This is an optimization exercise on Yosys and OpenROAD, whose aim is small area and a short achievable clock period, not a production implementation.
At most, simulation tests tie the RTL to the original design; equivalence was not proved.

// ex_top
module ex_top (
    input  logic               clk,
    input  logic               reset,
    input  logic               in_valid,
    input  logic [4:0]         operator,
    input  logic [31:0]        operand1,
    input  logic [31:0]        operand2,
    input  logic [4:0]         dest_addr,
    input  logic               dest_write,
    output logic               out_valid,
    output logic [4:0]         write_addr,
    output logic               write_enable,
    output logic [31:0]        write_data
);
For scale: roughly 4000 cells after synthesis, about 120 I/O pins.
clock: 14.0 ns
lec_check: 0
abc_area: 1
cap_margin: 20
core_margin: 2
core_utilization: 40
setup_slack_margin: 4.75
slew_margin: 20
synth_hierarchical: 1
standard.sh (not shown) runs the stock make flow with config.mk's settings and CLKGATE_MAP_FILE= SYNTH_SCRIPT=/design/flow/synth_recipe.tcl, a recipe that flattens the netlist after the stock synthesis.
==> flow/flow/run.sh <==
#!/bin/bash
# Layout flow: the standard flow (standard.sh), with the port buffers
# inserted as sky130_fd_sc_hd__buf_2 cells instead of the default delay-buffer
# cells. Every tool's output goes to flow_run.log; ORFS keeps its per-step logs
# under orfs/logs.
set -euo pipefail
export BUFFER_PORTS_ARGS="-buffer_cell sky130_fd_sc_hd__buf_2"
bash standard.sh finish > flow_run.log 2>&1
The first run finished clean.
==> next run, changes <==
- SETUP_SLACK_MARGIN: 4.75 -> 4.5
=>
- The new run produced a clean layout
- via count is lower slightly
- core utilization came out lower by 1.6 points
- final cell count falls slightly
- routed wire length came out lower by a few percent
- global-route usage hardly moves
- critical path depth rises by 5
==> next run, changes <==
- CORE_UTILIZATION: 40 -> 60
Worst hold slack barely changes.
Non-clock buffer count is lower by 14.
Critical path depth is lower by 9.
Global-route usage is higher by 18 points.
Cell area is lower slightly.

========
## the previous run
ex_top, a different RTL version from the one above (not shown whole).
Size: ~4300 cells after synthesis, roughly 120 I/O pins, ~34000 um2 of cells after synthesis.
clock: 14.0 ns
lec_check: 0
abc_area: 1
cap_margin: 20
core_margin: 2
core_utilization: 40
setup_slack_margin: 4.5
slew_margin: 20
synth_hierarchical: 1
Scripts as last shown in full above: flow/flow/run.sh
### the previous run -> the current run
Settings: SETUP_SLACK_MARGIN removed (was 4.5).
diff --git a/flow/flow/run.sh b/flow/flow/run.sh
--- a/flow/flow/run.sh
+++ b/flow/flow/run.sh
@@ -6,3 +6,4 @@
 set -euo pipefail
 export BUFFER_PORTS_ARGS="-buffer_cell sky130_fd_sc_hd__buf_2"
+export SETUP_SLACK_MARGIN=4
 bash standard.sh finish > flow_run.log 2>&1
## What came out
- The current run finished every step from synthesis to the final layout, and the layout passed the timing, DRC and antenna checks.
- Diff the previous run -> the current run: period utilization grew by 2.5 points, routed length on met3 shrank by about 2%, total length of routed met2 wires held steady, worst setup margin shrank by 360 ps, first-pass GRT wire length held steady.
No functional check of the RTL was part of any run of this note.

========
the baseline:
ex_top, a different RTL version from the one above (not shown whole).
For scale: about 3,800 cells after synthesis, roughly 120 I/O pins, ~32,000 um^2 of cells after synthesis.
Settings: LEC_CHECK=0, ABC_AREA=1, CAP_MARGIN=20, CORE_MARGIN=2, CORE_UTILIZATION=40, SETUP_SLACK_MARGIN=4.5, SLEW_MARGIN=20, SYNTH_HIERARCHICAL=1; clock period 14.0 ns.
==> flow/flow/run.sh <==
#!/bin/bash
# Layout flow: the standard flow (standard.sh), with the port buffers
# inserted as sky130_fd_sc_hd__buf_1 cells instead of the default delay-buffer
# cells. Every tool's output goes to flow_run.log; ORFS keeps its per-step logs
# under orfs/logs.
set -euo pipefail
export BUFFER_PORTS_ARGS="-buffer_cell sky130_fd_sc_hd__buf_1"
bash standard.sh finish > flow_run.log 2>&1
Inputs modified between the baseline and the candidate:
Settings: TNS_END_PERCENT: unset -> 10.
-- flow/flow/run.sh --
<<< the baseline, line 3
# inserted as sky130_fd_sc_hd__buf_1 cells instead of the default delay-buffer
>>> the candidate, line 3
# inserted as sky130_fd_sc_hd__buf_2 cells instead of the default delay-buffer
<<< the baseline, line 7
export BUFFER_PORTS_ARGS="-buffer_cell sky130_fd_sc_hd__buf_1"
>>> the candidate, line 7
export BUFFER_PORTS_ARGS="-buffer_cell sky130_fd_sc_hd__buf_2"
==> notes.md <==
| wire length | the baseline vs the candidate | ≈ equal |. Number of antenna violations at the first check in global routing delta for the candidate relative to the baseline: 1 higher. The candidate against the baseline: mean number of vias per cell went up 0.037, worst setup slack moved down. Global-route usage: the baseline vs the candidate, no meaningful difference. Comparing the candidate with the baseline, the source-to-sink clock delay at the later pin of the worst-skew pair came out essentially unchanged. The candidate vs. the baseline: worst endpoint data arrival time lost 40 ps; number of non-clock buffers in the layout lost 1.

[port drivers added, routing unchanged]
The results above use ideal ports. As a check the final layouts listed here were re-extracted and re-timed, cells and wires unchanged.
Step 1 sets driving cells, clkbuf_16 on the clock port and buf_2 on the other inputs (assumed; they add their load-dependent delay and slew).
Step 2, shift: input delay + t, output delay - t, t = (earliest + latest rising clock arrival at the registers) / 2. This alone moves slack from input paths to output paths.
Slacks: ideal / step 1 / step 2; pairs: ideal / step 1.
run | shift t [ns] | setup slack, ns | hold WS [ns] | clock arrival spread, ns | worst data-port slew with drivers (ns)
the first run of note 1 | 0.443 | 5.023 / 5.054 / 4.611 | 0.489 / 0.489 / 0.489 | 0.023 / 0.023 | 0.08
the second run of note 1 | 0.436 | 4.772 / 4.803 / 4.367 | 0.485 / 0.485 / 0.485 | 0.021 / 0.021 | 0.06
the third run of note 1 | 0.438 | 4.569 / 4.592 / 4.155 | 0.487 / 0.487 / 0.487 | 0.021 / 0.021 | 0.06
the previous run | 0.451 | 4.686 / 4.718 / 4.267 | 0.604 / 0.604 / 0.604 | 0.009 / 0.009 | 0.10
the current run | 0.450 | 4.330 / 4.357 / 3.908 | 0.595 / 0.595 / 0.595 | 0.011 / 0.011 | 0.10
the baseline | 0.407 | 4.577 / 4.574 / 4.167 | 0.502 / 0.502 / 0.502 | 0.014 / 0.014 | 0.04
the candidate | 0.398 | 4.568 / 4.581 / 4.183 | 0.502 / 0.502 / 0.502 | 0.020 / 0.020 | 0.04
After both steps setup and hold are still met in every run listed. For the current run, which loses most, drivers alone change the setup slack by +0.027 ns; drivers and shift together by -0.422 ns.
